Context: an optimization exercise on an open-source flow, tuned for small area, a short achievable clock period and few clock cycles per item. The choices shown serve that exercise and are no tape-out recipe.
At most, simulation tests tie the RTL to the original design; equivalence was not proved.
For runs 1 to 3, only the layout was checked, not whether the RTL still works.
No activity file was given, so power comes from the tool's default toggle rates.

--- flow/design.v ---
package icache_pkg;
	localparam int OFFSET_W = 4;
	localparam int INDEX_W  = 4;
	localparam int ADDR_W   = 32;
	localparam int TAG_W    = ADDR_W - INDEX_W - OFFSET_W;
	typedef logic [ADDR_W-1:0]   addr_t;
	typedef logic [TAG_W-1:0]    tag_t;
	typedef logic [INDEX_W-1:0]  index_t;
	typedef logic [OFFSET_W-1:0] offset_t;
	typedef logic [31:0]         word_t;
	typedef struct packed {
		tag_t    tag;
		index_t  index;
		offset_t offset;
	} fetch_addr_t;
	typedef struct packed {
		logic valid;
		tag_t tag;
	} tag_entry_t;
	typedef enum logic [1:0] {
		REFILL_IDLE,
		REFILL_REQUEST,
		REFILL_COLLECT,
		REFILL_COMMIT
	} refill_state_t;
endpackage
module icache_lookup #(
	parameter int W = 1
) (
	input  logic         sel_i,
	input  logic [W-1:0] a_i,
	input  logic [W-1:0] b_i,
	output logic [W-1:0] y_o
);
	assign y_o = sel_i ? b_i : a_i;
endmodule
module icache_hit_check (
	input  logic [29:0] addr_i,
	input  logic [29:0] expect_i,
	output logic        seq_o
);
	assign seq_o = addr_i == expect_i;
endmodule
module icache_top #(
	parameter int OFFSET_W = icache_pkg::OFFSET_W,
	parameter int INDEX_W  = icache_pkg::INDEX_W,
	parameter int TAG_W    = icache_pkg::ADDR_W - INDEX_W - OFFSET_W
) (
	input  logic                  clock_i,
	input  logic                  rst_n_i,
	input  logic                  fetch_i,
	input  icache_pkg::addr_t     fetch_addr_i,
	input  logic                  flush_i,
	output logic                  instr_valid_o,
	output icache_pkg::word_t     instr_o,
	output icache_pkg::addr_t     instr_addr_o,
	output logic                  miss_o,
	output logic                  mem_req_o,
	output icache_pkg::addr_t     mem_line_addr_o,
	input  logic                  mem_rvalid_i,
	input  icache_pkg::word_t     mem_rdata_i
);
	localparam int CAP = 31;
	localparam int LOW = 4;
	logic [4:0]     n_q;      
	logic           busy_q;   
	logic           lm_q;     
	logic           miss_q;
	logic           rdy_q;    
	logic           ireq_q;   
	logic           ereq_q;   
	logic [29:0]    h_q;      
	logic [1:0]     wc_q;     
	logic [LOW-1:0] ml_q;     
	logic [29:0]    e_q;      
	logic           seq;
	logic           nz;
	logic           acc;
	logic           start;
	logic           deliver;
	logic           endw;
	logic           req;
	logic           lost;
	logic           clr;
	logic [24:0]    pm;
	logic [29:0]    f_inc;
	logic [29:0]    h_inc;
	logic [4:0]     n_inc;
	logic [4:0]     n_dec;
	logic           busy_d;
	logic           lm_d;
	logic [29:0]    h_d;
	logic [1:0]     wc_d;
	logic [4:0]     n_d    [2];
	logic           nz_d   [2];
	logic           rdy_d  [2];
	logic           miss_d [2];
	logic           ireq_d [2];
	logic           ereq_d [2];
	logic [29:0]    e_d;
	for (genvar g = 0; g < 25; g++)
	begin : g_pm
		if (g == 0)
		begin : g_lsb
			assign pm[g] = 1'b1;
		end
		else
		begin : g_bit
			assign pm[g] = &h_q[g+4:5];
		end
	end
	assign h_inc  = {h_q[29:5] ^ (pm & {25{&h_q[4:0]}}), h_q[4:0] + 5'd1};
	for (genvar g = 0; g < 30; g++)
	begin : g_finc
		if (g == 0)
		begin : g_lsb
			assign f_inc[g] = !fetch_addr_i[2];
		end
		else
		begin : g_bit
			assign f_inc[g] = fetch_addr_i[g+2] ^ (&fetch_addr_i[g+1:2]);
		end
	end
	icache_hit_check i_seq (
		.addr_i   (fetch_addr_i[31:2]),
		.expect_i (e_q),
		.seq_o    (seq)
	);
	assign n_inc = n_q + 5'd1;
	assign n_dec = n_q - 5'd1;
	assign nz      = n_q != '0;
	assign acc     = fetch_i && !miss_q && !flush_i;
	assign start   = acc && !nz;
	assign deliver = mem_rvalid_i && rdy_q;
	assign endw    = mem_rvalid_i && (wc_q == 2'd3);
	assign req     = ireq_q || (mem_rvalid_i && ereq_q);
	assign lost    = endw && lm_q && nz && !rdy_q;
	assign clr     = flush_i || lost;
	assign busy_d = req || (busy_q && !endw);
	assign lm_d   = !start && (req || (lm_q && !endw));
	assign h_d    = start ? fetch_addr_i[31:2] : (deliver ? h_inc : h_q);
	assign wc_d   = req ? 2'd0 : (mem_rvalid_i ? wc_q + 2'd1 : wc_q);
	logic n_ge2;
	logic n_ge3;
	logic n_eq30;
	logic m_d;
	logic wrap_d;
	assign n_ge2  = n_q > 5'd1;
	assign n_ge3  = n_q > 5'd2;
	assign n_eq30 = n_q == 5'(CAP - 1);
	always_comb
	begin
		if (deliver)
		begin
			m_d = 1'b1;
		end
		else if (req)
		begin
			m_d = h_q[1:0] == 2'd0;
		end
		else if (mem_rvalid_i)
		begin
			m_d = h_q[1:0] == wc_q + 2'd1;
		end
		else
		begin
			m_d = h_q[1:0] == wc_q;
		end
	end
	assign wrap_d = start ? (&fetch_addr_i[LOW+3:4])
		: (deliver ? (&h_inc[LOW+1:2]) : (&h_q[LOW+1:2]));
	assign e_d = acc ? f_inc : e_q;
	for (genvar s = 0; s < 2; s++)
	begin : g_seq
		logic good;
		logic bad;
		logic gt1_d;
		assign good = acc && (!nz || (s == 1));
		assign bad  = acc && nz && (s == 0);
		always_comb
		begin
			n_d[s] = n_q;
			if (clr)
			begin
				n_d[s] = '0;
			end
			else if (good && !deliver)
			begin
				n_d[s] = n_inc;
			end
			else if (deliver && !good)
			begin
				n_d[s] = n_dec;
			end
		end
		assign nz_d[s] = !clr && (good || (deliver ? n_ge2 : nz));
		assign gt1_d   = !clr && (good ? (deliver ? n_ge2 : nz) : (deliver ? n_ge3 : n_ge2));
		assign rdy_d[s] = busy_d && lm_d && nz_d[s] && m_d;
		assign miss_d[s] = !flush_i && (miss_q ? nz_d[s]
			: (bad || lost || (!clr && good && !deliver && n_eq30)));
		assign ireq_d[s] = !busy_d && nz_d[s];
		assign ereq_d[s] = busy_d && (wc_d == 2'd3) && (lm_d
			? (rdy_d[s] && gt1_d && !wrap_d)
			: nz_d[s]);
	end
	logic [8:0] ctl_pick;
	icache_lookup #(.W(9)) i_pick_ctl (
		.sel_i (seq),
		.a_i   ({n_d[0], miss_d[0], rdy_d[0], ireq_d[0], ereq_d[0]}),
		.b_i   ({n_d[1], miss_d[1], rdy_d[1], ireq_d[1], ereq_d[1]}),
		.y_o   (ctl_pick)
	);
	assign mem_req_o       = req;
	assign mem_line_addr_o = {h_q[29:LOW+2], ml_q, 4'b0000};
	assign instr_valid_o   = deliver;
	assign instr_o         = mem_rdata_i;
	assign instr_addr_o    = {h_q, 2'b00};
	assign miss_o          = miss_q;
	always_ff @(posedge clock_i or negedge rst_n_i)
	begin
		if (!rst_n_i)
		begin
			n_q    <= '0;
			busy_q <= 1'b0;
			lm_q   <= 1'b0;
			miss_q <= 1'b0;
			rdy_q  <= 1'b0;
			ireq_q <= 1'b0;
			ereq_q <= 1'b0;
		end
		else
		begin
			{n_q, miss_q, rdy_q, ireq_q, ereq_q} <= ctl_pick;
			busy_q <= busy_d;
			lm_q   <= lm_d;
		end
	end
	always_ff @(posedge clock_i)
	begin
		h_q  <= h_d;
		wc_q <= wc_d;
		ml_q <= h_d[LOW+1:2] + LOW'(lm_d);
		e_q  <= e_d;
	end
endmodule
--- flow/flow/run.sh ---
#!/bin/bash
# own flow: the standard layout, with port buffers of a plain buffer cell
set -o pipefail
cp standard.sh standard.sh.txt 2>/dev/null
cp config.mk config.mk.txt
export BUFFER_PORTS_ARGS="-buffer_cell sky130_fd_sc_hd__buf_2"
bash standard.sh > standard.log 2>&1
--- flow/standard.sh ---
#!/bin/bash
# synth_recipe.tcl (not shown) runs the flow's synth.tcl, then flattens the netlist and writes it again
# the make line also repeats each setting of config.mk as NAME=value (left out here)
make -C /OpenROAD-flow-scripts/flow DESIGN_CONFIG=/design/flow/config.mk WORK_HOME=/design/flow/orfs CLKGATE_MAP_FILE= SYNTH_SCRIPT=/design/flow/synth_recipe.tcl "${@:-finish}"
--- flow/config.mk ---
export PLATFORM = sky130hd
export DESIGN_NAME = icache_top
export DESIGN_NICKNAME = icache_top
export VERILOG_FILES = /design/flow/design.v
export SDC_FILE = /design/flow/constraint.sdc
export NUM_CORES = 4
export LEC_CHECK = 0
export ABC_CLOCK_PERIOD_IN_PS = 1000
export CAP_MARGIN = 20
export CORE_MARGIN = 2
export CORE_UTILIZATION = 40
export SETUP_SLACK_MARGIN = 1.5
export SLEW_MARGIN = 20
export SYNTH_HIERARCHICAL = 1
export SYNTH_MINIMUM_KEEP_SIZE = 0
--- flow/constraint.sdc ---
create_clock -name core_clock -period 4.0 [get_ports {clock_i}]
set_input_delay 0.8000 -clock core_clock [delete_from_list [all_inputs] [get_ports {clock_i}]]
set_output_delay 0.8000 -clock core_clock [all_outputs]
set_load 0.01 [all_outputs]
==> results of run 1 <==
==> Yosys stat by module (local to each module, per instance), a selection <==
module,cells,cell area (sq um),flip-flops and latches
icache_hit_check,40,330.3,0
icache_top,479,4742,77
==> what timing repair did <==
action	4_1_cts	5_1_grt
resized for setup	11	30
buffers inserted	4	17
setup endpoints to repair	49	47
endpoints found under the hold margin	0	0
pin swaps	2	7
gates cloned	1	1
==> cell families (layout without fill, tap and decap cells) <==
group	after synthesis	in the layout	synth area share
AO/OA/AOI/OAI	58	58	0.07049
XOR/XNOR	92	92	0.1544
adder cells (fa/ha/maj)	17	17	0.04076
buffers and inverters	89	149	0.1144
flip-flops	77	77	0.4133
multiplexers	13	13	0.03404
other	1	6	0.0007186
AND/OR/NAND/NOR	182	183	0.1719
==> sequential cells by signal (all words and copies together) (netlist names), 2 cells and up <==
name	flops
n_q	5
wc_q	2
h_q	30
ml_q	4
e_q	30
==> power groups by stage <==
| stage | registers, mW | logic [mW] | clock network, mW |
|---|---|---|---|
| after floorplan | 1.22 | 0.612 | 0 |
| after global placement | 1.20 | 0.829 | 0 |
| after detailed placement | 1.20 | 0.844 | 0 |
| after CTS | 1.19 | 0.866 | 0.834 |
| after global routing | 1.21 | 1.02 | 0.875 |
| final | 1.19 | 0.921 | 0.820 |
==> layout make-up <==
type | count | share of cell area
Clock buffer | 10 | 0.03776
Clock inverter | 6 | 0.01052
Inverter | 11 | 0.008871
Multi-Input combinational cell | 369 | 0.4320
Sequential cell | 77 | 0.3563
Tap cell | 172 | 0.03549
Timing Repair Buffer | 122 | 0.1190
==> worst min path at each step <==
| stage | from | cells past startpoint | slack (ns) | to |
|---|---|---|---|---|
| after CTS | rst_n_i | 1 | 0.33 | n_q[4] |
| after floorplan | ireq_q | 1 | 0.49 | wc_q[0] |
| after global placement | ireq_q | 1 | 0.53 | wc_q[0] |
| after detailed placement | ireq_q | 1 | 0.53 | wc_q[0] |
| final | rst_n_i | 1 | 0.34 | n_q[4] |
| after global routing | rst_n_i | 1 | 0.34 | n_q[4] |
==> synthesized netlist by cell type (11+ instances only) <==
library cell	n
buf_4	62
dfrtp_1	11
edfxtp_1	56
ha_1	17
nand2_1	63
nand3_1	33
nand4_1	11
nor2_1	32
o21ai_0	21
xnor2_1	45
xor2_1	47
==> worst max-delay path, cell delays in order <==
cell and delay, ns:
buf_12 0.11, nand2_8 0.08, clkinv_8 0.06, or3_1 0.36
o311a_1 0.15, mux2_4 0.28, or4_4 0.48, a211oi_2 0.23
mux2_4 0.17
==> layer usage <==
metal	wire (um)	GRT usage	vias to the layer above
li1	-	-	1908
met1	5396	0.2131	1919
met2	6110	0.2977	112
met3	605	0.04778	26
met4	229	0.06099	0
met5	0	0	-
==> stage by stage <==
step / utilization / std cells
after floorplan: - / 534
after global placement: 0.4300 / 728
after detailed placement: 0.4300 / 728
after CTS: 0.4587 / 749
after global routing: 0.4786 / 767
final: 0.4786 / 767
==> impl_metrics.toml, run 1 <==
[sta]
whs_ns = 0.3354
setup_viol = 0
rsz0062_at_grt = "yes"
finalCritPeriodShare = 0.6107
fmax_mhz = 409.4
finClkSkew_ns = 0.009482
finalSetupTns_ns = 0
final_max_slew_viol_count = 0
period_minus_slack_ns = 2.443
fin_ws_ns = 1.557
hold_viol = 0

[floorplanning]
core_area_sq_um = 12670
die_h_um = 118.2
std_cell_rows = 41
die_w_um = 118.2
ios = 168
initial_core_util = 0.4119
dieArea_sq_um = 13980

[critical_path]
start_kind = "input pin"
reg2reg_slack_ns = 1.58
path_max_fanout = 8
cp-end-kind = "register"
worstSetupPathType = "input pin to register"
r2r_end = "h_q[28]"
reg2regPathDepth = 10
r2r-start = "h_q[0]"
cp.required_ns = 4.28
crit_end = "ereq_q"
cp.arrival_ns = 2.73
crit_start = "mem_rvalid_i"

[finish]
drive_gt1_frac = 0.2992
syn2layout_area_growth_pct = 16.21
final_common_cell = "buf_2"
stdcell_area_sq_um = 6065
multi_input_area_sq_um = 2620
final_cell_mix = "94 x buf_2, 61 x nand2_1, 56 x edfxtp_1"
fillers = 1206
antenna_cells = 0
fin_nets = 676
seqCellArea_sq_um = 2161

[pwr]
seqPwrFrac = 0.407
total_power_mw = 2.935
p_per_area_nw_per_um2 = 484.0
peakVddDrop_uv = 256.4
p_leak_nw = 2.430
power_frac_comb = 0.314
power.share.switching = 0.3466
internal_power_mw = 1.918
clkPwrFrac = 0.279
p_sw_mw = 1.017

[clock_tree]
clk_pin_slew_worst_paths_ns = 0.06
cts_tree = "built"
h-tree-depth = 3
numClockSinks = 77
cts_buffers = 9
clk_latency_ns = 0.34
root_buffer = "clkbuf_16"
cts_max_path_buffers = 2
hold_buffers = 0

[yosys]
synth-edff-count = 56
ys_seq_elements = 77
yosys_warnings = 13
synthesis.area_sq_um = 5219
yosys.area.top_type = "edfxtp_1"
synth-async-reset-ratio = 0.1429
synth_top_area_frac = 0.3222
netlist_top_cells_area = "edfxtp_1 32%, buf_4 8.9%, xor2_1 7.9%"
synth.avg_cell_area_sq_um = 9.865
syn_inst = 529
yosysSeqAreaShare = 0.4133
synthFlopType = "edfxtp_1"
synth_cell_types = 55

[worst_hold_path]
hp-class = "input pin to asynchronous set/reset pin"

[placement]
place_area_sq_um = 5449
pre_cts_slack_ns = 1.013
place_congestion = 0.8082
dp_hpwl_mm = 8.527
io_buffers = 95

[detailed_routing]
routed_wl_mm = 12.34
detail-route-antenna-nets = 0
drt-initial-drc-count = 239
drtPass1Iterations = 4
drc = 0
wl_per_cell_um = 16.09
routed-via-count = 3965
via_per_inst = 5.169

[global_route]
grt_first_pass_wirelength_mm = 19.52
grt_max_degree = 40
grt_use_total = 0.1752
antenna_found_initial = 0
grt_overflow = 0
grt_pass1_vias = 3871

[job]
drv_cap = 0

[run_status]
status = "no timing/DRC/antenna violations"
==> run 2, diff against run 1 <==
--- a/flow/design.v
+++ b/flow/design.v
@@ -171,3 +171,3 @@
 		: (deliver ? (&h_inc[LOW+1:2]) : (&h_q[LOW+1:2]));
-	assign e_d = acc ? f_inc : e_q;
+	assign e_d = f_inc;
 	for (genvar s = 0; s < 2; s++)
==> run 2 against run 1 <==
  * Still clean on timing, DRC and antenna
  * Via count fell by 2.7%
  * Worst hold slack improved by 0.0072 ns
  * Non-clock buffer count did not move
  * Power rose by 5.3%
  * Clock skew fell by 0.0014 ns
  * Synthesized cell count fell by 0.57%
  * Largest power group unchanged
==> impl_metrics.toml, run 2 <==
[yosys]
ys_seq_elements = 77
synthAdderAreaFrac = 0.04326
synthFlopType = "dfxtp_1"
synth_top_family_by_area = "simple AND/OR/NAND/NOR gates"
synth_cell_types = 51
yosys.area.top_type = "dfxtp_1"
netlist_top_cells_area = "dfxtp_1 16%, edfxtp_1 16%, buf_4 9.5%"
yosys_warnings = 13
synth.avg_cell_area_sq_um = 9.348
synth_mux_area_frac = 0.04224
synthesis.area_sq_um = 4917
synth.most_common_cell = "buf_4"
synth-edff-count = 26
synth-compound-area-share = 0.08219
syn_inst = 526
synth-simple-area-share = 0.1667
synth_top_area_frac = 0.1628
synth-async-reset-ratio = 0.1429
synth_xor_area_frac = 0.1639
yosysSeqAreaShare = 0.3776
yosys-top-cells-count = "62 x buf_4, 58 x nand2_1, 52 x xor2_1"

[detailed_routing]
drt-initial-drc-count = 207
drtPass1Iterations = 5
detail-route-antenna-nets = 0
drc = 0
via_per_inst = 5.228
routed_wl_mm = 11.44
wl_per_cell_um = 15.50
routed-via-count = 3858

[global_route]
grt_use_total = 0.1738
antenna_found_initial = 0
grt_pass1_vias = 3659
grt_max_degree = 27
grt_first_pass_wirelength_mm = 17.99
grt_overflow = 0

[critical_path]
start_kind = "register"
reg2regPathDepth = 9
worstSetupPathType = "register to register"
slowest_delay_ns = 0.49
worstPathCellList = "inv_4 -> ha_4 -> or4b_4 -> a41o_4 -> a31oi_1 -> o21ai_1 -> or3b_1 -> a211oi_2 -> mux2_4"
cp_slowest_cell = "or4b_4"
cp.required_ns = 4.28
cp-end-kind = "register"
path_max_fanout = 4
cp.arrival_ns = 2.74

[worst_hold_path]
hp-class = "input pin to asynchronous set/reset pin"

[placement]
place_congestion = 0.8573
io_buffers = 95
dp_hpwl_mm = 8.087

[finish]
drive_gt1_frac = 0.2927
syn2layout_area_growth_pct = 15.98
top_regs = "e_q: 30 flops, h_q: 30 flops, n_q: 5 flops"
antenna_cells = 0
fin_nets = 672
final_cell_mix = "95 x buf_2, 57 x nand2_1, 52 x xor2_1"
final_common_cell = "buf_2"

[sta]
rsz0062_at_grt = "yes"
fmax_mhz = 407.2
finalSetupTns_ns = 0
period_minus_slack_ns = 2.456
setup_viol = 0
slew-limit-headroom = 0.6308
hold_viol = 0
finalCritPeriodShare = 0.6139
worst_slew_pin_slew_ns = 0.5531
finClkSkew_ns = 0.008034
final_max_slew_viol_count = 0

[pwr]
peakVddDrop_uv = 441.6
total_power_mw = 3.089
p_leak_nw = 2.402
p_per_area_nw_per_um2 = 541.7

[floorplanning]
initial_core_util = 0.4094
dieArea_sq_um = 13200
core_area_sq_um = 12010
die_w_um = 114.9
std_cell_rows = 40
die_h_um = 114.9
ios = 168

[clock_tree]
numClockSinks = 77
cts_buffers = 9
cts_tree = "built"
cts_max_path_buffers = 2
h-tree-depth = 3
clk_pin_slew_worst_paths_ns = 0.06
root_buffer = "clkbuf_16"
clk_latency_ns = 0.34

[job]
drv_cap = 0

[run_status]
status = "no timing/DRC/antenna violations"
## run 2: what timing repair did
action,CTS,global route
hold buffers,0,0
hold endpoints to repair,0,0
pin swaps,4,4
cloned,1,0
setup endpoints to repair,35,40
resized for setup,14,16
buffers inserted,14,7
## run 2: path summary, 6_finish.rpt
kind	from	to	slack [ns]
setup / recovery	n_q[1]	ereq_q	1.54
setup reg to reg	n_q[1]	ereq_q	1.54
max in group asynchronous	rst_n_i	n_q[1]	3.41
hold / removal	rst_n_i	ereq_q	0.34
hold reg to reg	ireq_q	wc_q[0]	0.54
min in group core_clock	ireq_q	wc_q[0]	0.54
## run 2: logic make-up (layout without fill, tap and decap cells)
family | after synthesis | in the layout
and+or+nand+nor | 165 | 166
buffers and inverters | 93 | 152
xor gates and xnor gates | 92 | 92
DFF | 77 | 77
AOI/OAI and AO/OA | 65 | 65
adders and majority gates | 17 | 17
muxes | 16 | 16
other | 1 | 6
## run 2: Yosys stat by module (local to each module, per instance), a selection
module / flops+latches / copies in the design
icache_hit_check: 0 / 1
icache_top: 77 / 1
## run 2: metrics by stage
stage | setup WS, ns | cells | instance area [sq um] | utilization | hold WS, ns
global placement | 1.039 | 700 | 5106 | 0.4251 | 0.5244
finish | 1.544 | 738 | 5703 | 0.4748 | 0.3426
global route | 1.449 | 738 | 5703 | 0.4748 | 0.3489
floorplan | 1.458 | 531 | 4980 | - | 0.4650
CTS | 1.492 | 731 | 5582 | 0.4647 | 0.3392
detailed placement | 1.018 | 700 | 5106 | 0.4251 | 0.5247
## run 2: critical path: cells and delay by family (launching register included)
| kind | cells | cell delay (ns) |
|---|---|---|
| AO/OA/AOI/OAI | 4 | 0.71 |
| adder cells (fa/ha/maj) | 1 | 0.13 |
| buffers and inverters | 1 | 0.09 |
| flip-flops | 1 | 0.44 |
| multiplexers | 1 | 0.17 |
| AND/OR/NAND/NOR | 2 | 0.88 |
## run 2: cell type report
| type | instances | area (sq um) |
|---|---|---|
| fillers | 1152 | 6309 |
| repair buffers | 122 | 714.4 |
| clock buffers | 13 | 261.5 |
| clock inverters | 3 | 42.54 |
| well taps | 147 | 183.9 |
| flip-flops and latches | 77 | 1859 |
| inverters | 14 | 61.31 |
| multi-input cells | 362 | 2580 |
## run 2: power breakdown
part           switching (mW)  total, mW  internal [mW]
logic                   0.600       1.11          0.505
clock network           0.320      0.841          0.521
registers               0.154       1.14          0.989
total                    1.07       3.09           2.02
## run 2: layer usage
layer	vias to the layer above	GRT usage	wire length, um
met1	1817	0.2198	5240
met4	0	0.06988	267
met3	36	0.04428	677
met5	-	0	0
met2	139	0.2847	5250
li1	1866	-	-
==> run 3, diff against run 2 <==
--- a/flow/design.v
+++ b/flow/design.v
@@ -62,5 +62,6 @@
 );
-	localparam int CAP = 31;
+	localparam int CAP = 15;
+	localparam int NW  = $clog2(CAP + 1);
 	localparam int LOW = 4;
-	logic [4:0]     n_q;      
+	logic [NW-1:0]  n_q;      
 	logic           busy_q;   
@@ -87,4 +88,4 @@
 	logic [29:0]    h_inc;
-	logic [4:0]     n_inc;
-	logic [4:0]     n_dec;
+	logic [NW-1:0]  n_inc;
+	logic [NW-1:0]  n_dec;
 	logic           busy_d;
@@ -93,3 +94,3 @@
 	logic [1:0]     wc_d;
-	logic [4:0]     n_d    [2];
+	logic [NW-1:0]  n_d    [2];
 	logic           nz_d   [2];
@@ -128,4 +129,4 @@
 	);
-	assign n_inc = n_q + 5'd1;
-	assign n_dec = n_q - 5'd1;
+	assign n_inc = n_q + NW'(1);
+	assign n_dec = n_q - NW'(1);
 	assign nz      = n_q != '0;
@@ -147,5 +148,5 @@
 	logic wrap_d;
-	assign n_ge2  = n_q > 5'd1;
-	assign n_ge3  = n_q > 5'd2;
-	assign n_eq30 = n_q == 5'(CAP - 1);
+	assign n_ge2  = n_q > NW'(1);
+	assign n_ge3  = n_q > NW'(2);
+	assign n_eq30 = n_q == NW'(CAP - 1);
 	always_comb
@@ -205,4 +206,4 @@
 	end
-	logic [8:0] ctl_pick;
-	icache_lookup #(.W(9)) i_pick_ctl (
+	logic [NW+3:0] ctl_pick;
+	icache_lookup #(.W(NW + 4)) i_pick_ctl (
 		.sel_i (seq),
==> run 3 against run 2 <==
  * Power down 18%
  * Register-to-register slack better by 0.07 ns
  * Core utilization down 0.63 points
  * Clock skew up 0.0031 ns
  * Clock-buffer cell count down 1
  * Area after synthesis down 0.38%
  * Critical endpoint is now h_q[1]
  * Largest power group unchanged
==> impl_metrics.toml, run 3 <==
[detailed_routing]
highest_layer = "met4"
drtPass1Iterations = 4
wl_met3_um = 720
wl_met1_mm = 5.281
routed-via-count = 3868
wl_per_cell_um = 16.10
routed_wl_mm = 11.78
via_per_inst = 5.284
detail-route-antenna-nets = 0
drc = 0
wl_met2_mm = 5.532
drt-initial-drc-count = 222

[yosys]
yosys-top-cells-count = "64 x buf_4, 54 x xor2_1, 53 x nand2_1"
synth-edff-count = 26
synth-simple-area-share = 0.1860
synth.most_common_cell = "buf_4"
synth_mux_area_frac = 0.03295
synth.avg_cell_area_sq_um = 9.313
yosysSeqAreaShare = 0.3739
synth_top_area_frac = 0.1635
synthFlopType = "dfxtp_1"
yosys_warnings = 13
synthAdderAreaFrac = 0.04087
netlist_top_cells_area = "dfxtp_1 16%, edfxtp_1 16%, buf_4 9.8%"
synth_top_family_by_area = "simple AND/OR/NAND/NOR gates"
yosys.area.top_type = "dfxtp_1"
syn_inst = 526
synth-async-reset-ratio = 0.1316
ys_seq_elements = 76
synth_cell_types = 61
synth_xor_area_frac = 0.1627
synth-compound-area-share = 0.08020
synthesis.area_sq_um = 4898

[global_route]
grt_pass1_vias = 3716
antenna_found_initial = 1
grt_overflow = 0
grt_max_degree = 20
grt_use_total = 0.1804
grt_first_pass_wirelength_mm = 18.48

[clock_tree]
hold_buffers = 0
cts_buffers = 9
clk_pin_slew_worst_paths_ns = 0.06
h-tree-depth = 3
cts_tree = "built"
root_buffer = "clkbuf_16"
numClockSinks = 76
clk_latency_ns = 0.34
cts_max_path_buffers = 2

[floorplanning]
std_cell_rows = 40
ios = 168
initial_core_util = 0.4095
dieArea_sq_um = 13150
die_w_um = 114.7
die_h_um = 114.7
core_area_sq_um = 11960

[job]
drv_cap = 0

[finish]
top_regs = "e_q: 30 flops, h_q: 30 flops"
syn2layout_area_growth_pct = 14.41
final_common_cell = "buf_2"
fin_nets = 664
drive_gt1_frac = 0.2774
final_cell_mix = "95 x buf_2, 54 x xor2_1, 52 x nand2_1"

[sta]
final_max_slew_viol_count = 0
slew-limit-headroom = 0.3875
setup_viol = 0
rsz0062_at_grt = "no"
fmax_mhz = 405.4
worst_slew_pin_slew_ns = 0.9187
whs_ns = 0.3292
hold_viol = 0
finalSetupTns_ns = 0
finalCritPeriodShare = 0.6166
period_minus_slack_ns = 2.467
finClkSkew_ns = 0.01117

[pwr]
peakVddDrop_uv = 228.1
p_per_area_nw_per_um2 = 449.5
p_leak_nw = 2.320

[critical_path]
path_buf_inv = 1
reg2regPathDepth = 4
path_max_fanout = 13
slowest_delay_ns = 0.81
worstPathCellList = "buf_2 -> or3b_2 -> o21ai_2"
cp.required_ns = 3.96
start_kind = "input pin"
cp.arrival_ns = 2.43
worst-path-stages = 3
cp-end-kind = "register"
cpLargestDelayFamily = "compound AO/OA/AOI/OAI gates"
cp_slowest_cell = "o21ai_2"
worstSetupPathType = "input pin to register"

[worst_hold_path]
hp-class = "input pin to asynchronous set/reset pin"

[placement]
dp_hpwl_mm = 8.137
io_buffers = 95
place_congestion = 0.8302

[run_status]
status = "no timing/DRC/antenna violations"
==> run 3: path summary, 6_finish.rpt <==
kind | slack (ns) | start | endpoint
min in group core_clock | 0.57 | busy_q | busy_q
hold reg to reg | 0.57 | busy_q | busy_q
setup reg to reg | 1.61 | n_q[1] | h_q[1]
max in group asynchronous | 3.44 | rst_n_i | n_q[0]
setup / recovery | 1.53 | flush_i | h_q[1]
hold / removal | 0.33 | rst_n_i | n_q[3]
==> run 3: area by class of cell <==
| type | instances | area, sq um |
|---|---|---|
| Tap cell | 147 | 183.9 |
| Antenna cell | 1 | 2.502 |
| Inverter | 13 | 52.55 |
| Timing Repair Buffer | 113 | 626.9 |
| Clock inverter | 4 | 48.80 |
| Sequential cell | 76 | 1834 |
| Multi-Input combinational cell | 366 | 2597 |
| Fill cell | 1149 | 6357 |
| Clock buffer | 12 | 257.7 |
==> run 3: metrics by stage <==
| step | cells | worst slack (ns) | utilization | instance area (sq um) | power [mW] |
|---|---|---|---|---|---|
| 3_5_place_dp | 699 | 0.6767 | 0.4237 | 5069 | 1.634 |
| 4_1_cts | 727 | 1.495 | 0.4614 | 5519 | 2.516 |
| 2_1_floorplan | 531 | 1.515 | - | 4943 | 1.479 |
| 6_report | 732 | 1.533 | 0.4685 | 5604 | 2.519 |
| 5_1_grt | 731 | 1.507 | 0.4683 | 5602 | 2.658 |
| 3_3_place_gp | 699 | 0.6778 | 0.4237 | 5069 | 1.624 |
==> run 3: what timing repair did <==
action | 4_1_cts | 5_1_grt
endpoints found under the setup margin | 61 | 39
resized for setup | 8 | 12
cloned | 2 | 0
buffers inserted | 10 | 4
pin swaps | 4 | 2
==> run 3: routing by layer <==
metal | global-route usage | vias up
met5 | 0 | -
met4 | 0.06504 | 0
met1 | 0.2249 | 1837
met2 | 0.2974 | 142
met3 | 0.05188 | 23
li1 | - | 1866
==> run 3: logic make-up (layout without fill, tap and decap cells) <==
group / Yosys count / in the layout
DFF: 76 / 76
other: 1 / 7
xor gates and xnor gates: 91 / 91
muxes: 12 / 12
adders and majority gates: 16 / 16
buffers and inverters: 91 / 142
and+or+nand+nor: 174 / 174
AOI/OAI and AO/OA: 65 / 67
==> run 3: report_power, final <==
group	internal (mW)	total [mW]	switching (mW)
clock network	0.520	0.839	0.319
logic	0.280	0.654	0.374
registers	0.923	1.03	0.103
==> run 3: per-module statistics from Yosys (local to each module, per instance), a selection <==
module / cells inside / copies in the design
icache_hit_check: 40 / 1
icache_top: 477 / 1
==> run 4, diff against run 3 <==
--- a/flow/design.v
+++ b/flow/design.v
@@ -36,8 +36,17 @@
 endmodule
-module icache_hit_check (
-	input  logic [29:0] addr_i,
-	input  logic [29:0] expect_i,
-	output logic        seq_o
+module icache_hit_check #(
+	parameter int NW = 5
+) (
+	input  logic [29:0]   addr_i,
+	input  logic [29:0]   head_i,
+	input  logic [NW-1:0] count_i,
+	output logic          seq_o
 );
-	assign seq_o = addr_i == expect_i;
+	logic [29:0] b;
+	logic [29:0] cr;
+	logic [29:0] co;
+	assign b     = {{(30-NW){1'b0}}, count_i};
+	assign cr    = head_i ^ b ^ addr_i;
+	assign co    = (head_i & b) | (head_i & cr) | (b & cr);
+	assign seq_o = cr == {co[28:0], 1'b0};
 endmodule
@@ -62,6 +71,5 @@
 );
-	localparam int CAP = 15;
-	localparam int NW  = $clog2(CAP + 1);
+	localparam int CAP = 31;
 	localparam int LOW = 4;
-	logic [NW-1:0]  n_q;      
+	logic [4:0]     n_q;      
 	logic           busy_q;   
@@ -75,3 +83,2 @@
 	logic [LOW-1:0] ml_q;     
-	logic [29:0]    e_q;      
 	logic           seq;
@@ -86,6 +93,5 @@
 	logic [24:0]    pm;
-	logic [29:0]    f_inc;
 	logic [29:0]    h_inc;
-	logic [NW-1:0]  n_inc;
-	logic [NW-1:0]  n_dec;
+	logic [4:0]     n_inc;
+	logic [4:0]     n_dec;
 	logic           busy_d;
@@ -94,3 +100,3 @@
 	logic [1:0]     wc_d;
-	logic [NW-1:0]  n_d    [2];
+	logic [4:0]     n_d    [2];
 	logic           nz_d   [2];
@@ -100,3 +106,2 @@
 	logic           ereq_d [2];
-	logic [29:0]    e_d;
 	for (genvar g = 0; g < 25; g++)
@@ -113,20 +118,10 @@
 	assign h_inc  = {h_q[29:5] ^ (pm & {25{&h_q[4:0]}}), h_q[4:0] + 5'd1};
-	for (genvar g = 0; g < 30; g++)
-	begin : g_finc
-		if (g == 0)
-		begin : g_lsb
-			assign f_inc[g] = !fetch_addr_i[2];
-		end
-		else
-		begin : g_bit
-			assign f_inc[g] = fetch_addr_i[g+2] ^ (&fetch_addr_i[g+1:2]);
-		end
-	end
-	icache_hit_check i_seq (
-		.addr_i   (fetch_addr_i[31:2]),
-		.expect_i (e_q),
-		.seq_o    (seq)
+	icache_hit_check #(.NW(5)) i_seq (
+		.addr_i  (fetch_addr_i[31:2]),
+		.head_i  (h_q),
+		.count_i (n_q),
+		.seq_o   (seq)
 	);
-	assign n_inc = n_q + NW'(1);
-	assign n_dec = n_q - NW'(1);
+	assign n_inc = n_q + 5'd1;
+	assign n_dec = n_q - 5'd1;
 	assign nz      = n_q != '0;
@@ -148,5 +143,5 @@
 	logic wrap_d;
-	assign n_ge2  = n_q > NW'(1);
-	assign n_ge3  = n_q > NW'(2);
-	assign n_eq30 = n_q == NW'(CAP - 1);
+	assign n_ge2  = n_q > 5'd1;
+	assign n_ge3  = n_q > 5'd2;
+	assign n_eq30 = n_q == 5'(CAP - 1);
 	always_comb
@@ -172,3 +167,2 @@
 		: (deliver ? (&h_inc[LOW+1:2]) : (&h_q[LOW+1:2]));
-	assign e_d = f_inc;
 	for (genvar s = 0; s < 2; s++)
@@ -206,4 +200,4 @@
 	end
-	logic [NW+3:0] ctl_pick;
-	icache_lookup #(.W(NW + 4)) i_pick_ctl (
+	logic [8:0] ctl_pick;
+	icache_lookup #(.W(9)) i_pick_ctl (
 		.sel_i (seq),
@@ -243,3 +237,2 @@
 		ml_q <= h_d[LOW+1:2] + LOW'(lm_d);
-		e_q  <= e_d;
 	end
--- a/flow/flow/run.sh
+++ b/flow/flow/run.sh
@@ -6,2 +6,3 @@
 export BUFFER_PORTS_ARGS="-buffer_cell sky130_fd_sc_hd__buf_2"
+export ADDER_MAP_FILE=
 bash standard.sh > standard.log 2>&1
==> run 4 against run 3 <==
  * Still clean on timing, DRC and antenna
  * Combinational power down 22%
  * Routed wire length down 7.7%
  * Sequential cell count down 29
  * Worst hold slack better by 0.035 ns
  * Worst setup slack worse by 0.12 ns
  * Core utilization down 2.6 points
  * Largest cell class unchanged
==> impl_metrics.toml, run 4 <==
[run_status]
status = "no timing/DRC/antenna violations"

[floorplanning]
die_w_um = 109.5
std_cell_rows = 38
die_h_um = 109.5
dieArea_sq_um = 11990
ios = 168
initial_core_util = 0.4105
core_area_sq_um = 10840

[critical_path]
worstSetupPathType = "input pin to register"
reg2regPathDepth = 8
start_kind = "input pin"
cp.required_ns = 4.19
path_max_fanout = 5
cp.arrival_ns = 2.77
cp-end-kind = "register"
reg2reg_slack_ns = 1.48

[yosys]
synthFlopType = "edfxtp_1"
synth.avg_cell_area_sq_um = 8.288
synthesis.area_sq_um = 4451
yosys.area.top_type = "edfxtp_1"
ys_seq_elements = 47
netlist_top_cells_area = "edfxtp_1 18%, buf_4 11%, xnor2_1 9.6%"
syn_inst = 537
yosys_warnings = 13
synth_top_area_frac = 0.1754
synth-async-reset-ratio = 0.2340
synth.most_common_cell = "buf_4"
yosysSeqAreaShare = 0.2823
yosys-top-cells-count = "63 x buf_4, 49 x nand2_1, 49 x xnor2_1"
synth_cell_types = 62
synth-edff-count = 26

[sta]
finClkSkew_ns = 0.01323
hold_viol = 0
finalCritPeriodShare = 0.6469
final_max_slew_viol_count = 0
slew-limit-headroom = 0.5561
worst_slew_pin_slew_ns = 0.6635
setup_viol = 0
fmax_mhz = 386.4
period_minus_slack_ns = 2.588
rsz0062_at_grt = "yes"
fin_ws_ns = 1.412
finalSetupTns_ns = 0

[global_route]
grt_first_pass_wirelength_mm = 17.04
grtUsageMet3 = 0.02430
met2_usage = 0.3073
gr-max-usage-layer = "met2"
grt_pass1_vias = 3486
grt_overflow = 0
grt_max_degree = 27
use_met1 = 0.2364
antenna_found_initial = 0
grt_use_total = 0.1794

[worst_hold_path]
hp-class = "input pin to asynchronous set/reset pin"

[detailed_routing]
routed-via-count = 3781
drc = 0
detail-route-antenna-nets = 0
via_per_inst = 5.296
drt-initial-drc-count = 163
drtPass1Iterations = 4
routed_wl_mm = 10.87
wl_per_cell_um = 15.23

[placement]
io_buffers = 95
place_area_sq_um = 4568
dpl.cell_count = 698
place_congestion = 0.8180
pre_cts_slack_ns = 0.9912
dp_hpwl_mm = 8.038

[clock_tree]
cts_tree = "built"
numClockSinks = 47
root_buffer = "clkbuf_8"
cts_max_path_buffers = 2
clk_pin_slew_worst_paths_ns = 0.09
cts_buffers = 5
h-tree-depth = 2
clk_latency_ns = 0.31

[finish]
antenna_cells = 0
stdcell_area_sq_um = 4792
drive_gt1_frac = 0.2700
final-instance-count-excl-fill = 714
fin_nets = 642
largest_reg_flops = 30
top_register = "h_q"
top_regs = "h_q: 30 flops, n_q: 5 flops, ml_q: 4 flops"
syn2layout_area_growth_pct = 7.675
final_common_cell = "buf_2"
final_cell_mix = "94 x buf_2, 47 x xnor2_1, 46 x nand2_1"
fillers = 1109

[pwr]
power.share.switching = 0.3701
peakVddDrop_uv = 164.1
internal_power_mw = 0.9305
clkPwrFrac = 0.198
p_sw_mw = 0.5466
seqPwrFrac = 0.455
p_per_area_nw_per_um2 = 308.2
power_frac_comb = 0.347
p_leak_nw = 1.893

[job]
drv_cap = 0
[run 4: cell type report]
| class | instances | area [sq um] | share of cell area |
|---|---|---|---|
| timing repair buffer | 107 | 579.3 | 0.1209 |
| clock inverter | 1 | 5.005 | 0.001044 |
| multi-input combinational | 388 | 2609 | 0.5444 |
| sequential | 47 | 1257 | 0.2624 |
| clock buffer | 7 | 76.32 | 0.01593 |
| inverter | 24 | 90.09 | 0.01880 |
| tap | 140 | 175.2 | 0.03655 |
[run 4: metrics by stage]
stage	power (mW)	hold WS [ns]	utilization
4_1_cts	1.473	0.3625	0.4302
5_1_grt	1.580	0.3673	0.4421
3_3_place_gp	1.166	0.4830	0.4214
3_5_place_dp	1.173	0.5001	0.4214
6_report	1.477	0.3637	0.4421
2_1_floorplan	1.057	0.4503	-
[run 4: final timing paths]
kind                       endpoint            start
setup / recovery             n_q[3]  fetch_addr_i[7]
hold / removal               n_q[4]          rst_n_i
setup reg to reg             n_q[3]          h_q[12]
hold reg to reg             wc_q[0]           ireq_q
max in group asynchronous    n_q[2]          rst_n_i
min in group core_clock     wc_q[0]           ireq_q
[run 4: power groups by stage]
stage | Clock [mW] | Combinational [mW] | Sequential [mW]
after global placement | 0 | 0.485 | 0.681
after detailed placement | 0 | 0.490 | 0.683
final | 0.292 | 0.512 | 0.672
after floorplan | 0 | 0.374 | 0.683
after CTS | 0.303 | 0.496 | 0.674
after global routing | 0.321 | 0.574 | 0.685
[run 4: logic make-up after synthesis]
group,synth area share
simple gates,0.2603
buf+inv,0.1515
fa+ha+maj,0.006748
other cells,0.0008426
flops,0.2823
compound gates,0.1234
xor+xnor,0.1378
mux,0.03711
[run 4: per-layer routing]
layer / vias to the layer above / share of wire
li1: 1860 / -
met1: 1783 / 0.46
met2: 115 / 0.48
met3: 23 / 0.044
met4: 0 / 0.017
met5: - / 0
[run 4: critical path: stages]
cell and delay [ns]:
buf_6 0.10, and2b_1 0.23, o22ai_2 0.09, or4b_1 0.46, nor3_1 0.14, nand4_1 0.15
nor4_4 0.29, buf_6 0.21, mux2_4 0.31
[run 4: repair_timing]
action / 4_1_cts / 5_1_grt
hold buffers: 0 / 0
gates cloned: 0 / 1
buffers inserted: 0 / 7
gates resized for setup: 7 / 17
setup endpoints to repair: 12 / 52
Testbench counts of run 4, summed over its fixed seeds: cycles 71,895, items 32,000.
==> run 5, diff against run 4 <==
--- a/flow/config.mk
+++ b/flow/config.mk
@@ -7,3 +7,2 @@
 export LEC_CHECK = 0
-export ABC_CLOCK_PERIOD_IN_PS = 1000
 export CAP_MARGIN = 20
@@ -11,3 +10,3 @@
 export CORE_UTILIZATION = 40
-export SETUP_SLACK_MARGIN = 1.5
+export SETUP_SLACK_MARGIN = 1.2
 export SLEW_MARGIN = 20
==> run 5 against run 4 <==
  * Still clean on timing, DRC and antenna
  * Core utilization down 0.61 points
  * Final cell count shrank 0.70%
  * Power up 4.8%
  * Clock power is about 30% higher
  * Die area is the same
  * Sequential power about the same
  * Sequential cell count unchanged
  * Worst setup slack worse by 0.078 ns
==> impl_metrics.toml, run 5 <==
[floorplanning]
core_area_sq_um = 10840
dieArea_sq_um = 11990
die_w_um = 109.5
std_cell_rows = 38
ios = 168
die_h_um = 109.5
initial_core_util = 0.4105

[critical_path]
reg2reg_slack_ns = 1.40
path_max_fanout = 4
worst-path-stages = 9
r2r_end = "ereq_q"
cp.arrival_ns = 2.86
cp-end-kind = "register"
slowest_delay_ns = 0.47
reg2regPathDepth = 8
cp_slowest_cell = "or4b_1"
crit_end = "ereq_q"
worstPathCellList = "buf_2 -> and2b_1 -> o22ai_1 -> or4b_1 -> nor3_1 -> nand4_1 -> nor4_4 -> buf_4 -> mux2_4"
worstSetupPathType = "input pin to register"
path_buf_inv = 2
crit_start = "fetch_addr_i[7]"
start_kind = "input pin"
cpLargestDelayFamily = "simple AND/OR/NAND/NOR gates"
cp.required_ns = 4.20
r2r-start = "n_q[2]"

[placement]
place_area_sq_um = 4581
dp_hpwl_mm = 8.143
place_congestion = 0.8318
io_buffers = 95

[global_route]
grt_pass1_vias = 3394
use_met1 = 0.2372
grt_max_degree = 27
grt_first_pass_wirelength_mm = 16.99
antenna_found_initial = 0
met2_usage = 0.3091
grtUsageMet3 = 0.03023
grt_overflow = 0
gr-max-usage-layer = "met2"
grt_use_total = 0.1810

[sta]
setup_viol = 0
fmax_mhz = 375.2
slew-limit-headroom = 0.4042
finalSetupTns_ns = 0
hold_viol = 0
final_max_slew_viol_count = 0
finalCritPeriodShare = 0.6664
finClkSkew_ns = 0.008182
period_minus_slack_ns = 2.666
worst_slew_pin_slew_ns = 0.8937
rsz0062_at_grt = "no"

[yosys]
ys_seq_elements = 47
synth_top_area_frac = 0.1754
synthesis.area_sq_um = 4451
synth-edff-count = 26
yosys-top-cells-count = "63 x buf_4, 49 x nand2_1, 49 x xnor2_1"
yosys_warnings = 13
synth_cell_types = 62
synth.avg_cell_area_sq_um = 8.288
yosys.area.top_type = "edfxtp_1"
synth-async-reset-ratio = 0.2340
synthFlopType = "edfxtp_1"
syn_inst = 537
synth.most_common_cell = "buf_4"
yosysSeqAreaShare = 0.2823
netlist_top_cells_area = "edfxtp_1 18%, buf_4 11%, xnor2_1 9.6%"

[detailed_routing]
detail-route-antenna-nets = 0
routed_wl_mm = 10.85
drt-initial-drc-count = 157
routed-via-count = 3736
drc = 0
via_per_inst = 5.269
wl_per_cell_um = 15.30
drtPass1Iterations = 5

[clock_tree]
root_buffer = "clkbuf_8"
clk_pin_slew_worst_paths_ns = 0.10
cts_buffers = 5
cts_max_path_buffers = 2
h-tree-depth = 2
clk_latency_ns = 0.31
numClockSinks = 47
cts_tree = "built"

[finish]
top_regs = "h_q: 30 flops, n_q: 5 flops, ml_q: 4 flops"
syn2layout_area_growth_pct = 6.185
drive_gt1_frac = 0.2460
stdcell_area_sq_um = 4726
seqCellArea_sq_um = 1256
fillers = 1099
top_register = "h_q"
multi_input_area_sq_um = 2551
final_common_cell = "buf_2"
fin_nets = 637
final_cell_mix = "95 x buf_2, 49 x xnor2_1, 48 x nand2_1"
largest_reg_flops = 30
antenna_cells = 0

[worst_hold_path]
hp-class = "input pin to asynchronous set/reset pin"

[run_status]
status = "no timing/DRC/antenna violations"

[pwr]
p_leak_nw = 1.859
p_per_area_nw_per_um2 = 327.7
total_power_mw = 1.549
peakVddDrop_uv = 179.6

[job]
drv_cap = 0
-- run 5: changes by cell type in the layout (fill, tap and decap cells not counted), sizes merged --
cell / change
buf: -5
bufinv: +1
clkbuf: -1
clkinv: +1
inv: -1
-- run 5: per-layer routing --
metal,share of wire,routed length [um]
met1,0.44,4792
met2,0.49,5269
met3,0.061,665
met4,0.011,122
met5,0,0
-- run 5: worst min path at each step --
stage	end	slack [ns]	startpoint	depth (start not counted)
final	lm_q	0.35	rst_n_i	1
after global routing	lm_q	0.36	rst_n_i	1
after CTS	lm_q	0.35	rst_n_i	1
after detailed placement	wc_q[0]	0.50	ireq_q	1
after global placement	wc_q[0]	0.48	ireq_q	1
after floorplan	wc_q[0]	0.45	ireq_q	1
-- run 5: repair_timing --
item | CTS | global route
endpoints found under the setup margin | 0 | 10
gates resized for setup | 0 | 9
buffers inserted | 0 | 0
hold buffers | 0 | 0
-- run 5: cell type report --
type / count / area share
Timing Repair Buffer: 102 / 0.1125
Tap cell: 140 / 0.03707
Multi-Input combinational cell: 388 / 0.5398
Inverter: 24 / 0.01986
Sequential cell: 47 / 0.2658
Clock inverter: 2 / 0.007413
Clock buffer: 6 / 0.01747
-- run 5: cells by family after synthesis --
kind of cell	count (synthesis)	share of synthesized area
xor gates and xnor gates	70	0.1378
buffers and inverters	107	0.1515
AOI/OAI and AO/OA	96	0.1234
adders and majority gates	3	0.006748
and+or+nand+nor	201	0.2603
other	1	0.0008426
muxes	12	0.03711
DFF	47	0.2823
-- run 5: per-stage QoR --
step / hold slack [ns] / util / setup WS, ns / instances
after floorplan: 0.4503 / - / 1.298 / 542
after global placement: 0.4847 / 0.4226 / 0.9771 / 700
after detailed placement: 0.5040 / 0.4226 / 0.9235 / 700
after CTS: 0.3507 / 0.4334 / 1.234 / 708
after global routing: 0.3592 / 0.4359 / 1.227 / 709
final: 0.3537 / 0.4359 / 1.334 / 709
-- run 5: power by group --
group	internal [mW]	leakage (nW)	switching (mW)
Combinational	0.213	1.31	0.283
Clock	0.203	0.0612	0.178
Sequential	0.585	0.483	0.0876
Total	1.00	1.86	0.548
==> run 6, diff against run 5 <==
--- a/flow/config.mk
+++ b/flow/config.mk
@@ -10,3 +10,3 @@
 export CORE_UTILIZATION = 40
-export SETUP_SLACK_MARGIN = 1.2
+export SETUP_SLACK_MARGIN = 1.8
 export SLEW_MARGIN = 20
==> run 6 against run 5 <==
  * Routed wire length rose by 3.8%
  * Largest power group unchanged
  * Clock power fell by 23%
  * Synthesized cell count did not move
  * Critical path type unchanged
  * Non-clock buffer count rose by 19
  * Clock-buffer cell count did not move
  * Highest routed layer unchanged
  * Fmax rose by 5.8%
  * Still clean on timing, DRC and antenna
  * Area after synthesis did not move
  * First-iteration DRC count rose by 43%
  * Sequential cell count did not move
  * Clock skew rose by 0.0021 ns
  * Worst setup slack improved by 0.15 ns
==> impl_metrics.toml, run 6 <==
[run_status]
status = "no timing/DRC/antenna violations"

[global_route]
antenna_found_initial = 0
grt_overflow = 0
grt_pass1_vias = 3615
grt_first_pass_wirelength_mm = 17.33
grt_use_total = 0.1819
grt_max_degree = 27

[clock_tree]
cts_max_path_buffers = 2
hold_buffers = 0
clk_pin_slew_worst_paths_ns = 0.09
numClockSinks = 47
root_buffer = "clkbuf_8"
cts_tree = "built"
clk_latency_ns = 0.31
cts_buffers = 5
h-tree-depth = 2

[placement]
io_buffers = 95
dp_hpwl_mm = 8.170
pre_cts_slack_ns = 0.9101
place_congestion = 0.8309

[yosys]
ys_seq_elements = 47
yosys_warnings = 13
synth_top_area_frac = 0.1754
synth_cell_types = 62
yosysSeqAreaShare = 0.2823
synthesis.area_sq_um = 4451
synth.most_common_cell = "buf_4"
synth-edff-count = 26
yosys-top-cells-count = "63 x buf_4, 49 x nand2_1, 49 x xnor2_1"
synthFlopType = "edfxtp_1"
synth.avg_cell_area_sq_um = 8.288
synth-async-reset-ratio = 0.2340
netlist_top_cells_area = "edfxtp_1 18%, buf_4 11%, xnor2_1 9.6%"
syn_inst = 537
yosys.area.top_type = "edfxtp_1"

[floorplanning]
die_w_um = 109.5
core_area_sq_um = 10840
initial_core_util = 0.4105
std_cell_rows = 38
dieArea_sq_um = 11990
ios = 168
die_h_um = 109.5

[critical_path]
reg2regPathDepth = 9
path_max_fanout = 5
worstPathCellList = "buf_6 -> and2b_1 -> o22ai_2 -> or4b_4 -> nor3_2 -> nand4_1 -> nor4_2 -> buf_4 -> buf_8 -> mux2_4"
slowest_delay_ns = 0.49
cp.required_ns = 4.20
start_kind = "input pin"
cp.arrival_ns = 2.71
worstSetupPathType = "input pin to register"
cp-end-kind = "register"
cp_slowest_cell = "or4b_4"

[sta]
finalSetupTns_ns = 0
worst_slew_pin_slew_ns = 0.4924
final_max_slew_viol_count = 0
finalCritPeriodShare = 0.6297
setup_viol = 0
finClkSkew_ns = 0.01027
hold_viol = 0
rsz0062_at_grt = "yes"
fmax_mhz = 397.0
slew-limit-headroom = 0.6692
fin_ws_ns = 1.481
period_minus_slack_ns = 2.519

[finish]
final_common_cell = "buf_2"
fin_util = 0.4568
fin_nets = 656
syn2layout_area_growth_pct = 11.27
final_cell_mix = "93 x buf_2, 47 x xnor2_1, 46 x nand2_1"
top_register = "h_q"
largest_reg_flops = 30
antenna_cells = 0
drive_gt1_frac = 0.2993
top_regs = "h_q: 30 flops, n_q: 5 flops, ml_q: 4 flops"

[job]
drv_cap = 0

[detailed_routing]
wl_per_cell_um = 15.46
drtPass1Iterations = 4
drt-initial-drc-count = 225
detail-route-antenna-nets = 0
routed_wl_mm = 11.26
via_per_inst = 5.332
routed-via-count = 3882
drc = 0

[pwr]
p_per_area_nw_per_um2 = 301.9
peakVddDrop_uv = 157.6
total_power_mw = 1.495
p_leak_nw = 1.974

[worst_hold_path]
hp-class = "input pin to asynchronous set/reset pin"
## run 6: cell types whose count changed in the layout (fill, tap and decap cells not counted), sizes merged
| cell | before | now |
|---|---|---|
| buf | 102 | 120 |
| bufinv | 1 | 0 |
| clkinv | 1 | 2 |
| inv | 23 | 24 |
| clkbuf | 6 | 7 |
| clkinvlp | 1 | 0 |
## run 6: area by class of cell
| type | instances | area [sq um] |
|---|---|---|
| Fill cell | 1077 | 5888 |
| Tap cell | 140 | 175.2 |
| Multi-Input combinational cell | 388 | 2653 |
| Sequential cell | 47 | 1257 |
| Clock buffer | 6 | 72.57 |
| Clock inverter | 2 | 7.507 |
| Timing Repair Buffer | 121 | 691.9 |
| Inverter | 24 | 95.09 |
## run 6: routing by layer
metal | GRT usage | wire [um]
met5 | 0 | 0
met3 | 0.02786 | 667
met2 | 0.3219 | 5511
met1 | 0.2279 | 4839
met4 | 0.05335 | 238
## run 6: cell families (layout without fill, tap and decap cells)
family                   count (synthesis)  count (layout)  share of synthesized area
AO/OA/AOI/OAI                           96              96                     0.1234
XOR/XNOR                                70              70                     0.1378
adder cells (fa/ha/maj)                  3               3                   0.006748
buffers and inverters                  107             153                     0.1515
flip-flops                              47              47                     0.2823
multiplexers                            12              12                    0.03711
other                                    1               6                  0.0008426
AND/OR/NAND/NOR                        201             201                     0.2603
## run 6: path summary, 6_finish.rpt
kind / slack [ns] / to / from
max: 1.48 / n_q[4] / fetch_addr_i[7]
min: 0.36 / n_q[4] / rst_n_i
min reg2reg: 0.55 / wc_q[0] / ireq_q
max in group asynchronous: 3.39 / n_q[2] / rst_n_i
min in group core_clock: 0.55 / wc_q[0] / ireq_q
max reg2reg: 1.55 / n_q[4] / n_q[2]
## run 6: power by group
part           internal [mW]  switching (mW)  total [mW]
Clock                  0.120           0.172       0.292
Combinational          0.236           0.296       0.532
Sequential             0.585          0.0861       0.671
Total                  0.941           0.554        1.49
## run 6: what timing repair did
item	in CTS	in global routing
endpoints found under the setup margin	39	51
pin swaps	1	0
cloned	1	0
gates resized for setup	28	12
buffers inserted	5	16
hold endpoints to repair	0	0
## run 6: per-stage QoR
| step | cells | hold WS, ns | cell area, sq um |
|---|---|---|---|
| 2_1_floorplan | 542 | 0.4503 | 4477 |
| 3_3_place_gp | 698 | 0.4842 | 4573 |
| 3_5_place_dp | 698 | 0.4891 | 4573 |
| 4_1_cts | 712 | 0.3653 | 4770 |
| 5_1_grt | 728 | 0.3757 | 4952 |
| 6_report | 728 | 0.3611 | 4952 |
## run 6: critical path, delay by kind of cell
| kind | cells | cell delay, ns |
|---|---|---|
| simple gates | 5 | 1.10 |
| buf+inv | 3 | 0.41 |
| mux | 1 | 0.30 |
| compound gates | 1 | 0.10 |
==> run 7, diff against run 6 <==
--- a/flow/flow/run.sh
+++ b/flow/flow/run.sh
@@ -5,3 +5,3 @@
 cp config.mk config.mk.txt
-export BUFFER_PORTS_ARGS="-buffer_cell sky130_fd_sc_hd__buf_2"
+export BUFFER_PORTS_ARGS="-buffer_cell sky130_fd_sc_hd__buf_1"
 export ADDER_MAP_FILE=
--- a/flow/config.mk
+++ b/flow/config.mk
@@ -9,4 +9,4 @@
 export CORE_MARGIN = 2
-export CORE_UTILIZATION = 40
-export SETUP_SLACK_MARGIN = 1.8
+export CORE_UTILIZATION = 60
+export SETUP_SLACK_MARGIN = 1.5
 export SLEW_MARGIN = 20
==> run 7 against run 6 <==
  * Sequential power about the same
  * Register-to-register slack worse by 0.10 ns
  * Still clean on timing, DRC and antenna
  * Synthesized cell count unchanged
  * Largest cell class unchanged
  * Global-route usage is 6.9 points higher
  * Largest power group unchanged
==> impl_metrics.toml, run 7 <==
[clock_tree]
clk_pin_slew_worst_paths_ns = 0.09
numClockSinks = 47
clk_latency_ns = 0.31
cts_max_path_buffers = 2
hold_buffers = 0
cts_buffers = 5
h-tree-depth = 2
root_buffer = "clkbuf_8"
cts_tree = "built"

[sta]
finalSetupTns_ns = 0
final_max_slew_viol_count = 0
period_minus_slack_ns = 2.604
finalCritPeriodShare = 0.6509
finClkSkew_ns = 0.006104
slew-limit-headroom = 0.5127
fmax_mhz = 384.1
hold_viol = 0
rsz0062_at_grt = "yes"
fin_ws_ns = 1.396
setup_viol = 0
worst_slew_pin_slew_ns = 0.7310

[detailed_routing]
routed_wl_mm = 10.31
drt-initial-drc-count = 160
wl_per_cell_um = 15.29
routed-via-count = 3776
drtPass1Iterations = 4
via_per_inst = 5.602
detail-route-antenna-nets = 0
drc = 0

[global_route]
grt_pass1_vias = 3429
grt_max_degree = 27
antenna_found_initial = 0
grt_first_pass_wirelength_mm = 16.70
grt_overflow = 0
grt_use_total = 0.2511

[finish]
final-instance-count-excl-fill = 674
top_register = "h_q"
fillers = 679
syn2layout_area_growth_pct = 4.273
fin_util = 0.6433
final_common_cell = "buf_1"
seqCellArea_sq_um = 1257
fin_nets = 643
antenna_cells = 0
final_cell_mix = "91 x buf_1, 47 x nand2_1, 47 x xnor2_1"
top_regs = "h_q: 30 flops, n_q: 5 flops, ml_q: 4 flops"
largest_reg_flops = 30
multi_input_area_sq_um = 2589
drive_gt1_frac = 0.1096

[yosys]
synthAdderAreaFrac = 0.006747
synth.avg_cell_area_sq_um = 8.288
netlist_top_cells_area = "edfxtp_1 18%, buf_4 11%, xnor2_1 9.6%"
synthFlopType = "edfxtp_1"
yosys_warnings = 13
synthesis.area_sq_um = 4451
synth.most_common_cell = "buf_4"
yosys-top-cells-count = "63 x buf_4, 49 x nand2_1, 49 x xnor2_1"
synth_mux_area_frac = 0.03711
synth-edff-count = 26
synth_xor_area_frac = 0.1378
yosysSeqAreaShare = 0.2823
synth_cell_types = 62
yosys.area.top_type = "edfxtp_1"
synth_top_family_by_area = "simple AND/OR/NAND/NOR gates"
ys_seq_elements = 47
synth-compound-area-share = 0.1234
synth-async-reset-ratio = 0.2340
synth-simple-area-share = 0.2603
synth_top_area_frac = 0.1754
syn_inst = 537

[placement]
io_buffers = 95
pre_cts_slack_ns = 1.004
place_congestion = 0.9186
dpl.cell_count = 659
dp_hpwl_mm = 7.546

[critical_path]
cpLargestDelayFamily = "simple AND/OR/NAND/NOR gates"
r2r-start = "h_q[27]"
cp_slowest_cell = "or4b_1"
reg2regPathDepth = 8
path_buf_inv = 2
reg2reg_slack_ns = 1.45
cp.required_ns = 4.20
r2r_end = "rdy_q"
cp.arrival_ns = 2.80
path_max_fanout = 5
worstSetupPathType = "input pin to register"
worstPathCellList = "buf_1 -> nor2b_1 -> o22ai_2 -> or4b_1 -> nor3_2 -> nand4_1 -> nor4_4 -> buf_6 -> mux2_4"
cp-end-kind = "register"
slowest_delay_ns = 0.49
start_kind = "input pin"

[floorplanning]
initial_core_util = 0.6169
die_w_um = 90.13
die_h_um = 90.13
dieArea_sq_um = 8123
ios = 168
core_area_sq_um = 7214
std_cell_rows = 31

[pwr]
p_per_area_nw_per_um2 = 320.1
peakVddDrop_uv = 194.9
p_leak_nw = 1.648
total_power_mw = 1.486

[job]
drv_cap = 0

[worst_hold_path]
hold_path_depth = 1
worstHoldStart = "ireq_q"
hold_path_end = "wc_q[0]"
hp-class = "register to register"

[run_status]
status = "no timing/DRC/antenna violations"
[run 7: cell count changes in the layout (fill, tap and decap cells not counted), sizes merged]
cell	before	now
clkbuf	7	6
buf	120	108
[run 7: metrics by stage]
step                      cell area (sq um)  hold slack [ns]
final                                  4641           0.5010
after global placement                 4413           0.4859
after floorplan                        4472           0.4503
after CTS                              4577           0.5040
after detailed placement               4413           0.4916
after global routing                   4641           0.5447
[run 7: final cells by class]
class | count | area share
Timing Repair Buffer | 108 | 0.1025
Sequential cell | 47 | 0.2710
Clock inverter | 2 | 0.001887
Inverter | 24 | 0.01995
Multi-Input combinational cell | 388 | 0.5578
Clock buffer | 6 | 0.02022
Tap cell | 99 | 0.02669
[run 7: logic make-up (layout without fill, tap and decap cells)]
kind of cell	Yosys count	in the layout
adder cells (fa/ha/maj)	3	3
buffers and inverters	107	140
multiplexers	12	12
flip-flops	47	47
XOR/XNOR	70	70
AO/OA/AOI/OAI	96	96
other	1	6
AND/OR/NAND/NOR	201	201
[run 7: where the power goes]
group          switching, mW  internal, mW  total, mW
sequential            0.0872         0.585      0.673
clock                  0.172         0.158      0.330
combinational          0.282         0.201      0.483
[run 7: routing by layer]
metal / track usage / part of all wire / up-vias
li1: - / - / 1866
met1: 0.3153 / 0.42 / 1769
met2: 0.4455 / 0.51 / 123
met3: 0.05281 / 0.058 / 18
met4: 0.05256 / 0.0095 / 0
met5: 0 / 0 / -
[run 7: what timing repair did]
item                       4_1_cts  5_1_grt
resized for setup               14        8
pin swaps                        0        0
gates cloned                     1        0
setup buffers                    1        5
setup endpoints to repair       12       25
[run 7: worst max path at each step]
stage | endpoint | depth (start not counted) | slack (ns) | start
after floorplan | ereq_q | 8 | 1.48 | fetch_addr_i[7]
after global placement | n_q[4] | 8 | 1.06 | mem_rvalid_i
after detailed placement | n_q[4] | 8 | 1.00 | mem_rvalid_i
after CTS | miss_q | 9 | 1.42 | fetch_addr_i[7]
after global routing | ireq_q | 9 | 1.32 | fetch_addr_i[9]
final | rdy_q | 9 | 1.40 | fetch_addr_i[9]
[run 7: worst register-to-register path: cells and delay by family, from the launching register on]
| kind | cells | cell delay, ns |
|---|---|---|
| buffers and inverters | 1 | 0.21 |
| DFF | 1 | 0.54 |
| muxes | 1 | 0.31 |
| and+or+nand+nor | 6 | 1.38 |

## what the ideal ports hide
In the flow no input, the clock included, has a driving cell. The finished layouts below were timed again as built, in two steps.
Step 1 (the two cells are an assumption about what drives the block):
set clk [get_ports {clock_i}]
set_driving_cell -lib_cell sky130_fd_sc_hd__clkbuf_16 $clk
set_driving_cell -lib_cell sky130_fd_sc_hd__buf_2 [delete_from_list [all_inputs] $clk]
Step 2 moves the port delays by t, midway between the first and last clock arrival at a register: inputs arrive t later, outputs are due t later. That takes back most of the time a late clock gives input paths.
a / b / c = ideal ports / drivers / drivers and shift; a / b = the first two.
| run | t (ns) | slack for setup (ns) | worst setup path after step 2 |
|---|---|---|---|
| run 1 | 0.378 | 1.557 / 1.546 / 1.168 | input to register |
| run 2 | 0.374 | 1.544 / 1.540 / 1.276 | input to register |
| run 3 | 0.366 | 1.533 / 1.548 / 1.182 | input to register |
| run 4 | 0.331 | 1.412 / 1.403 / 1.072 | input to register |
| run 5 | 0.338 | 1.334 / 1.333 / 0.995 | input to register |
| run 6 | 0.335 | 1.481 / 1.472 / 1.137 | input to register |
| run 7 | 0.333 | 1.396 / 1.401 / 1.068 | input to register |
After both steps setup and hold are still met in every run listed. For run 1, which loses most, drivers alone change the setup slack by -0.011 ns; drivers and shift together by -0.389 ns.
